This design comes from an exercise in tuning for small area, a short achievable clock period and few clock cycles on the open sky130 flow, not from production work. In this exercise RTL edits were held to simulation tests only and were not proved equivalent to the original. Power and IR drop assume default switching activity.

$ cat design/flow/run.sh
#!/bin/bash
# synth_recipe.tcl (not shown) runs the flow's synth.tcl, then flattens the netlist and writes it again
# the make line also repeats each setting of config.mk as NAME=value (left out here)
make -C /OpenROAD-flow-scripts/flow DESIGN_CONFIG=/design/flow/config.mk WORK_HOME=/design/flow/orfs CLKGATE_MAP_FILE= SYNTH_SCRIPT=/design/flow/synth_recipe.tcl finish
$ cat design/flow/config.mk
export PLATFORM = sky130hd
export DESIGN_NAME = jpeg_huffman_decoder_core
export DESIGN_NICKNAME = jpeg_huffman_decoder_core
export VERILOG_FILES = /design/flow/design.v
export SDC_FILE = /design/flow/constraint.sdc
export NUM_CORES = 4
export LEC_CHECK = 0
export CAP_MARGIN = 30
export CORE_MARGIN = 2
export CORE_UTILIZATION = 45
export PLACE_DENSITY = 0.6
export SLEW_MARGIN = 40
$ cat design/flow/constraint.sdc
create_clock -name core_clock -period 7.0 [get_ports {clk}]
set_input_delay 1.4000 -clock core_clock [delete_from_list [all_inputs] [get_ports {clk}]]
set_output_delay 1.4000 -clock core_clock [all_outputs]
set_load 0.01 [all_outputs]
$ cat design/flow/design.v
package jhd_pkg;
  localparam int NUM_LENGTHS = 16;
  localparam int STORE_DEPTH = 256;
  localparam int MAX_SYMBOLS = 256;
  localparam logic [1:0] OP_CLEAR = 2'd0;
  localparam logic [1:0] OP_BYTE  = 2'd1;
  localparam logic [1:0] OP_BIT   = 2'd2;
  localparam logic [2:0] ST_SYMBOL     = 3'd0;
  localparam logic [2:0] ST_TABLE_DONE = 3'd1;
  localparam logic [2:0] ST_BAD_CODE   = 3'd2;
  localparam logic [2:0] ST_OVERFLOW   = 3'd3;
  localparam logic [2:0] ST_NOT_LOADED = 3'd4;
  typedef struct packed {
    logic [1:0] opcode;
    logic [7:0] table_byte;
    logic       code_bit;
  } in_t;
  typedef struct packed {
    logic [2:0] status;
    logic [7:0] symbol;
    logic [4:0] code_length;
    logic [8:0] bytes_read;
  } out_t;
  typedef enum logic [1:0] {
    K_CLEAR,
    K_BYTE,
    K_BIT
  } kind_t;
  typedef struct packed {
    kind_t      kind;
    logic [7:0] data;
    logic       bit_v;
  } cmd_t;
endpackage
module jhd_front (
  input  logic          clk,
  input  logic          rst_n,
  input  logic          in_valid,
  output logic          in_stall,
  input  jhd_pkg::in_t  in_data,
  output logic          q_valid,
  output jhd_pkg::cmd_t q_cmd,
  input  logic          q_pop
);
  jhd_pkg::cmd_t slot0_r, slot1_r;
  logic          wr_ptr_r, wr_ptr_nxt;
  logic          rd_ptr_r, rd_ptr_nxt;
  logic [1:0]    count_r, count_nxt;
  jhd_pkg::cmd_t cmd;
  logic          keep;
  logic          push;
  always_comb begin
    cmd.data  = in_data.table_byte;
    cmd.bit_v = in_data.code_bit;
    cmd.kind  = jhd_pkg::K_CLEAR;
    keep      = 1'b1;
    unique case (in_data.opcode)
      jhd_pkg::OP_CLEAR: cmd.kind = jhd_pkg::K_CLEAR;
      jhd_pkg::OP_BYTE:  cmd.kind = jhd_pkg::K_BYTE;
      jhd_pkg::OP_BIT:   cmd.kind = jhd_pkg::K_BIT;
      default:           keep = 1'b0;
    endcase
  end
  assign in_stall = (count_r == 2'd2);
  assign push     = in_valid && !in_stall && keep;
  assign q_valid  = (count_r != 2'd0);
  assign q_cmd    = rd_ptr_r ? slot1_r : slot0_r;
  always_comb begin
    wr_ptr_nxt = wr_ptr_r ^ push;
    rd_ptr_nxt = rd_ptr_r ^ q_pop;
    count_nxt  = count_r + {1'b0, push} - {1'b0, q_pop};
  end
  always_ff @(posedge clk) begin
    if (!rst_n) begin
      wr_ptr_r <= 1'b0;
      rd_ptr_r <= 1'b0;
      count_r  <= 2'd0;
    end else begin
      wr_ptr_r <= wr_ptr_nxt;
      rd_ptr_r <= rd_ptr_nxt;
      count_r  <= count_nxt;
    end
  end
  always_ff @(posedge clk) begin
    if (push && !wr_ptr_r) begin
      slot0_r <= cmd;
    end
    if (push && wr_ptr_r) begin
      slot1_r <= cmd;
    end
  end
endmodule
module jhd_back (
  input  logic          clk,
  input  logic          rst_n,
  input  logic          q_valid,
  input  jhd_pkg::cmd_t q_cmd,
  output logic          q_pop,
  output logic          out_valid,
  input  logic          out_stall,
  output jhd_pkg::out_t out_data
);
  logic [7:0]  cnt_r   [jhd_pkg::NUM_LENGTHS];
  logic [16:0] first_r [jhd_pkg::NUM_LENGTHS];
  logic [8:0]  offs_r  [jhd_pkg::NUM_LENGTHS];
  logic [7:0]  sym_mem [jhd_pkg::STORE_DEPTH];
  logic [8:0]  pos_r, pos_nxt;
  logic [17:0] code_r, code_nxt;
  logic [11:0] total_r, total_nxt;
  logic        over_r, over_nxt;
  logic        ready_r, ready_nxt;
  logic        failed_r, failed_nxt;
  logic [15:0] acc_r, acc_nxt;
  logic [4:0]  len_r, len_nxt;
  logic        ov_r;
  logic [2:0]  ost_r;
  logic [4:0]  olen_r;
  logic [8:0]  obytes_r;
  logic        osym_r;
  logic [7:0]  rdata_r;
  logic        fire;
  logic        res_v;
  logic [2:0]  res_st;
  logic [4:0]  res_len;
  logic [8:0]  res_bytes;
  logic        res_sym;
  logic        cnt_we;
  logic        mem_we;
  logic [7:0]  mem_waddr;
  logic        mem_re;
  logic [7:0]  mem_raddr;
  logic [3:0]  cidx;
  logic [17:0] sum;
  logic [17:0] limit;
  logic [11:0] total_add;
  logic        over_now;
  logic [8:0]  pos_inc;
  logic [15:0] acc_sh;
  logic [4:0]  len_inc;
  logic [3:0]  didx;
  logic [17:0] diff;
  logic        hit;
  assign fire  = q_valid && (!ov_r || !out_stall);
  assign q_pop = fire;
  always_comb begin
    cidx      = pos_r[3:0];
    sum       = code_r + {10'd0, q_cmd.data};
    limit     = 18'd2 << cidx;
    total_add = total_r + {4'd0, q_cmd.data};
    over_now  = over_r || (sum > limit);
    pos_inc   = pos_r + 9'd1;
    acc_sh    = {acc_r[14:0], q_cmd.bit_v};
    len_inc   = len_r + 5'd1;
    didx      = len_r[3:0];
    diff      = {2'b00, acc_sh} - {1'b0, first_r[didx]};
    hit       = (cnt_r[didx] != 8'd0) && !diff[17] && (diff[16:0] < {9'd0, cnt_r[didx]});
    mem_raddr = offs_r[didx][7:0] + diff[7:0];
    mem_waddr = pos_r[7:0] - 8'd16;
  end
  always_comb begin
    pos_nxt    = pos_r;
    code_nxt   = code_r;
    total_nxt  = total_r;
    over_nxt   = over_r;
    ready_nxt  = ready_r;
    failed_nxt = failed_r;
    acc_nxt    = acc_r;
    len_nxt    = len_r;
    res_v      = 1'b0;
    res_st     = jhd_pkg::ST_SYMBOL;
    res_len    = 5'd0;
    res_bytes  = 9'd0;
    res_sym    = 1'b0;
    cnt_we     = 1'b0;
    mem_we     = 1'b0;
    mem_re     = 1'b0;
    if (fire) begin
      unique case (q_cmd.kind)
        jhd_pkg::K_CLEAR: begin
          pos_nxt    = 9'd0;
          code_nxt   = 18'd0;
          total_nxt  = 12'd0;
          over_nxt   = 1'b0;
          ready_nxt  = 1'b0;
          failed_nxt = 1'b0;
          acc_nxt    = 16'd0;
          len_nxt    = 5'd0;
        end
        jhd_pkg::K_BYTE: begin
          if (!ready_r && !failed_r) begin
            pos_nxt = pos_inc;
            if (pos_r < 9'(jhd_pkg::NUM_LENGTHS)) begin
              cnt_we    = 1'b1;
              code_nxt  = {sum[16:0], 1'b0};
              total_nxt = total_add;
              over_nxt  = over_now;
              if (cidx == 4'(jhd_pkg::NUM_LENGTHS - 1)) begin
                if (over_now || (total_add > 12'(jhd_pkg::MAX_SYMBOLS))) begin
                  failed_nxt = 1'b1;
                  res_v      = 1'b1;
                  res_st     = jhd_pkg::ST_OVERFLOW;
                  res_bytes  = pos_inc;
                end else if (total_add == 12'd0) begin
                  ready_nxt = 1'b1;
                  res_v     = 1'b1;
                  res_st    = jhd_pkg::ST_TABLE_DONE;
                  res_bytes = pos_inc;
                end
              end
            end else begin
              mem_we = 1'b1;
              if (pos_inc == 9'(jhd_pkg::NUM_LENGTHS) + total_r[8:0]) begin
                ready_nxt = 1'b1;
                res_v     = 1'b1;
                res_st    = jhd_pkg::ST_TABLE_DONE;
                res_bytes = pos_inc;
              end
            end
          end
        end
        jhd_pkg::K_BIT: begin
          res_v = 1'b1;
          if (!ready_r) begin
            res_st = jhd_pkg::ST_NOT_LOADED;
          end else if (hit) begin
            mem_re  = 1'b1;
            res_st  = jhd_pkg::ST_SYMBOL;
            res_sym = 1'b1;
            res_len = len_inc;
            acc_nxt = 16'd0;
            len_nxt = 5'd0;
          end else if (len_inc >= 5'(jhd_pkg::NUM_LENGTHS)) begin
            res_st  = jhd_pkg::ST_BAD_CODE;
            res_len = len_inc;
            acc_nxt = 16'd0;
            len_nxt = 5'd0;
          end else begin
            res_v   = 1'b0;
            acc_nxt = acc_sh;
            len_nxt = len_inc;
          end
        end
        default: begin
          res_v = 1'b0;
        end
      endcase
    end
  end
  always_ff @(posedge clk) begin
    if (!rst_n) begin
      pos_r    <= 9'd0;
      code_r   <= 18'd0;
      total_r  <= 12'd0;
      over_r   <= 1'b0;
      ready_r  <= 1'b0;
      failed_r <= 1'b0;
      acc_r    <= 16'd0;
      len_r    <= 5'd0;
      ov_r     <= 1'b0;
    end else begin
      pos_r    <= pos_nxt;
      code_r   <= code_nxt;
      total_r  <= total_nxt;
      over_r   <= over_nxt;
      ready_r  <= ready_nxt;
      failed_r <= failed_nxt;
      acc_r    <= acc_nxt;
      len_r    <= len_nxt;
      if (fire && res_v) begin
        ov_r <= 1'b1;
      end else if (!out_stall) begin
        ov_r <= 1'b0;
      end
    end
  end
  always_ff @(posedge clk) begin
    if (fire && res_v) begin
      ost_r    <= res_st;
      olen_r   <= res_len;
      obytes_r <= res_bytes;
      osym_r   <= res_sym;
    end
    if (cnt_we) begin
      cnt_r[cidx]   <= q_cmd.data;
      first_r[cidx] <= code_r[16:0];
      offs_r[cidx]  <= total_r[8:0];
    end
  end
  always_ff @(posedge clk) begin
    if (mem_we) begin
      sym_mem[mem_waddr] <= q_cmd.data;
    end
  end
  always_ff @(posedge clk) begin
    if (mem_re) begin
      rdata_r <= sym_mem[mem_raddr];
    end
  end
  assign out_valid            = ov_r;
  assign out_data.status      = ost_r;
  assign out_data.symbol      = osym_r ? rdata_r : 8'd0;
  assign out_data.code_length = olen_r;
  assign out_data.bytes_read  = obytes_r;
endmodule
module jpeg_huffman_decoder_core (
  input  logic          clk,
  input  logic          rst_n,
  input  logic          in_valid,
  output logic          in_stall,
  input  logic [10:0]   in_data,
  output logic          out_valid,
  input  logic          out_stall,
  output logic [24:0]   out_data
);
  logic          q_valid;
  jhd_pkg::out_t out_d;
  logic          q_pop;
  jhd_pkg::cmd_t q_cmd;
  jhd_front u_front (
    .clk      (clk),
    .rst_n    (rst_n),
    .in_valid (in_valid),
    .in_stall (in_stall),
    .in_data  (jhd_pkg::in_t'(in_data)),
    .q_valid  (q_valid),
    .q_cmd    (q_cmd),
    .q_pop    (q_pop)
  );
  jhd_back u_back (
    .clk       (clk),
    .rst_n     (rst_n),
    .q_valid   (q_valid),
    .q_cmd     (q_cmd),
    .q_pop     (q_pop),
    .out_valid (out_valid),
    .out_stall (out_stall),
    .out_data  (out_d)
  );
  assign out_data = out_d;
endmodule
==> results.txt <==
==> power by group <==
part	leakage (nW)	total [mW]	switching (mW)	internal, mW
Sequential	24.2	19.2	0.143	19.0
Clock	4.27	14.3	6.02	8.28
Combinational	8.62	13.6	7.77	5.85
==> cells in the final DEF, fill, tap and decap left out, types with 27 or more instances in the layout <==
cell type and instances:
edfxtp_1 2608, mux4_2 823, clkbuf_16 298, nor2_1 266, nor2_2 109, buf_4 84
nand2_1 76, ha_1 74, clkbuf_1 72, dfxtp_1 61, a21oi_1 56, inv_1 51
clkinv_2 46, clkinv_1 42, clkdlybuf4s50_1 41, nand3_1 34, buf_12 31, nor2b_1 29
o21ai_0 28, a22oi_1 27
==> Yosys cell counts (all sizes together), types with 7 or more instances <==
master and n:
a2bb2oi 15, o211ai 12, nand2 83, mux2i 18
nor2 386, a21o 9, a211oi 13, nand4 13
clkbuf 151, a22oi 27, nand3 50, xor2 23
nand2b 8, nor3 22, and3 20, nor2b 30
buf 111, mux4 823, and2 12, inv 54
or3 10, ha 75, a21oi 57, o21a 7
o21ai 30, edfxtp 2608, mux2 10, xnor2 31
dfxtp 70
==> worst max-delay path, cell delays in order, from the launching register on <==
cell,delay (ns)
dfxtp_4,0.67
mux4_2,0.37
mux4_2,0.49
ha_1,0.34
fa_4,0.87
buf_12,0.39
buf_16,0.36
mux4_2,0.42
mux4_2,0.57
mux4_2,0.58
mux2i_1,0.52
a21oi_1,0.15
==> final cells by class <==
type                    instances  area, sq um
multi-input cells            1857        25500
flip-flops and latches       2678        79700
diodes                          2         5.00
repair buffers                183         2200
clock buffers                 376         7810
well taps                    3132         3920
fillers                     18000       113000
inverters                      55          210
clock inverters               117          908
==> through the flow <==
step	setup WS [ns]	hold slack [ns]
2_1_floorplan	0.0745	0.451
3_3_place_gp	0.893	0.470
3_5_place_dp	0.860	0.496
4_1_cts	0.844	0.510
5_1_grt	0.652	0.525
6_report	0.814	0.507
==> flip-flops by register name, indices dropped and copies added, names as in the netlist, 5 cells and up, named ones only <==
register	cells
u_front.slot1_r	11
u_back.acc_r	15
u_front.slot0_r	11
u_back.code_r	17
u_back.olen_r	5
u_back.sym_mem	2048
u_back.first_r	256
u_back.cnt_r	128
u_back.obytes_r	9
u_back.rdata_r	8
u_back.pos_r	9
u_back.total_r	12
u_back.offs_r	128
u_back.len_r	5
==> worst paths after layout <==
check	startpoint	endpoint	slack [ns]	depth (start not counted)
max	register	u_back.rdata_r[7]	0.81	11
min	u_back.code_r[17]	u_back.code_r[17]	0.51	1
max reg2reg	register	u_back.rdata_r[7]	0.81	11
min reg2reg	u_back.code_r[17]	u_back.code_r[17]	0.51	1
==> routing by layer <==
metal  wire [microns]  share of wire  vias to the layer above  track usage
met3            17600          0.068                      288       0.0387
met2           126000           0.49                     1910        0.347
met1           110000           0.43                    27300        0.315
met4             4540          0.018                        0       0.0463
met5                0              0                        -            0
li1                 -              -                    20800            -
==> cells by family (layout without fill, tap and decap cells) <==
family | after synthesis | count (layout) | synth area share
flops | 2678 | 2678 | 0.754
buf+inv | 317 | 731 | 0.0127
simple gates | 648 | 648 | 0.0265
mux | 851 | 851 | 0.178
compound gates | 225 | 225 | 0.0148
other cells | 0 | 2 | 0
fa+ha+maj | 79 | 79 | 0.00963
xor+xnor | 54 | 54 | 0.00447
==> results.txt <==
CTS root buffer=clkbuf_16; Rows=177; min cycle time layout=about 6.2 ns; Antenna Violating Nets Remaining=0; layout cells sized above 1=0.293; clk latency of the worst-skew pair=0.96 ns; run status=timing/DRC/antenna clean; Max rail drop VDD=0.000302 V; prevailing post-synth register cell=edfxtp_1; Initial Utilization=0.453; power per cell area=392 nW/um^2; final core occ=0.516; final non-filler cell area=120000 sq um; synthesized area per cell=21.8 sq um; grt ovf=0; postcts setup bufs=0; Final Power=47.1 mW; Post-Synthesis Cells=4852; Crit Path Class=register to register; Wirelength per Cell=30.7 microns; CTS tree=done; vias in the first global route=between 50k and 60k; IO Count=42; Core ar.=233000 sq um; Syn Nets=between 4k and 5k; Area contributors post-synth=edfxtp_1 (74%), mux4_2 (18%), nor2_1 (1.4%); Synth warnings=2; synthesized flop and latch total=between 2k and 3k; final worst-path cycle share=0.884; TritonCTS buffer count=292; largest net degree at the start of global routing=206; leakage power figure=37.1 nW; Vias/cell=5.99; Synth-to-Final Area Change=13.7%; max frequency=0.162 GHz; cell taking the most area after synthesis=edfxtp_1; HPWL after DPL=155000 microns; die width=~490 microns; Setup-failing EPs final=0; CP Max Fanout=69; die height=489 microns; first-pass GRT wire length=372000 microns; CTS Hold Bufs=0; clk sink count=approximately 2.7k; # H-tree levels=5; final cell count without fillers=8400; post-synth top area share=0.741; 1st-pass router iterations=5; Final #Nets=just over 5k; sequential area share after synthesis=0.754; crit path DAT=6.87 ns; Port Buffer Count=41; die area=239000 sq um; Reg clk slew, reported paths=approximately 0.06 ns; worst-case clock skew=0.0827 ns; RSZ-0062 raised after global routing=no; CP Launch Type=register; Hold Crit Class=register to register; Crit. End Element=register; clk buf depth=4; Total Wirelength=roughly 260000 microns; Worst slew margin=0.405; Least-Margin Pin Slew=around 0.9 ns; MaxCap Viol Count=0; GR Util All Layers=0.217; Final Hold Vio Count=0; final-report max-slew violation count=0; final setup TNS=0 ns; placer congestion estimate=between 0.8 and 0.9; number of synthesized flops with an enable pin=between 2k and 3k; initial antenna violation count=6; DP Area=111000 sq um; Mapped Area=~110000 sq um; Worst EP required=7.68 ns; Residual DRC=0; Placed Cells=7900; Cell variety after synth=65; post-CTS sizing=0; via count=50.3k; async set-reset flop share out of synthesis=0; First DRT Iteration DRCs=5700
Testbench counts, summed over its fixed seeds: cycles 47,705.

==> port drivers added, routing unchanged <==
No port has a modelled driver above. Below, the same layout with a new extraction and two added sets of constraints. Step 1 sets driving cells, clkbuf_16 on the clock port and buf_2 on the other inputs (assumed; they add their load-dependent delay and slew). Step 2 also shifts input and output timing later by t, the mid clock arrival at the registers, as if the neighbouring blocks saw the same clock. Slacks: no drivers / after step 1 / after step 2; pairs: no drivers / after step 1.
t (ns): 1.007
setup slack, ns: 0.814 / 0.814 / 0.814
worst setup path at the end: register to register
clock arrival spread, ns: 0.095 / 0.096
worst register clock-pin slew, ns: 0.06 / 0.06
After both steps this run still meets setup and hold. For this run, drivers alone change the setup slack by 0.000 ns; drivers and shift together by 0.000 ns.
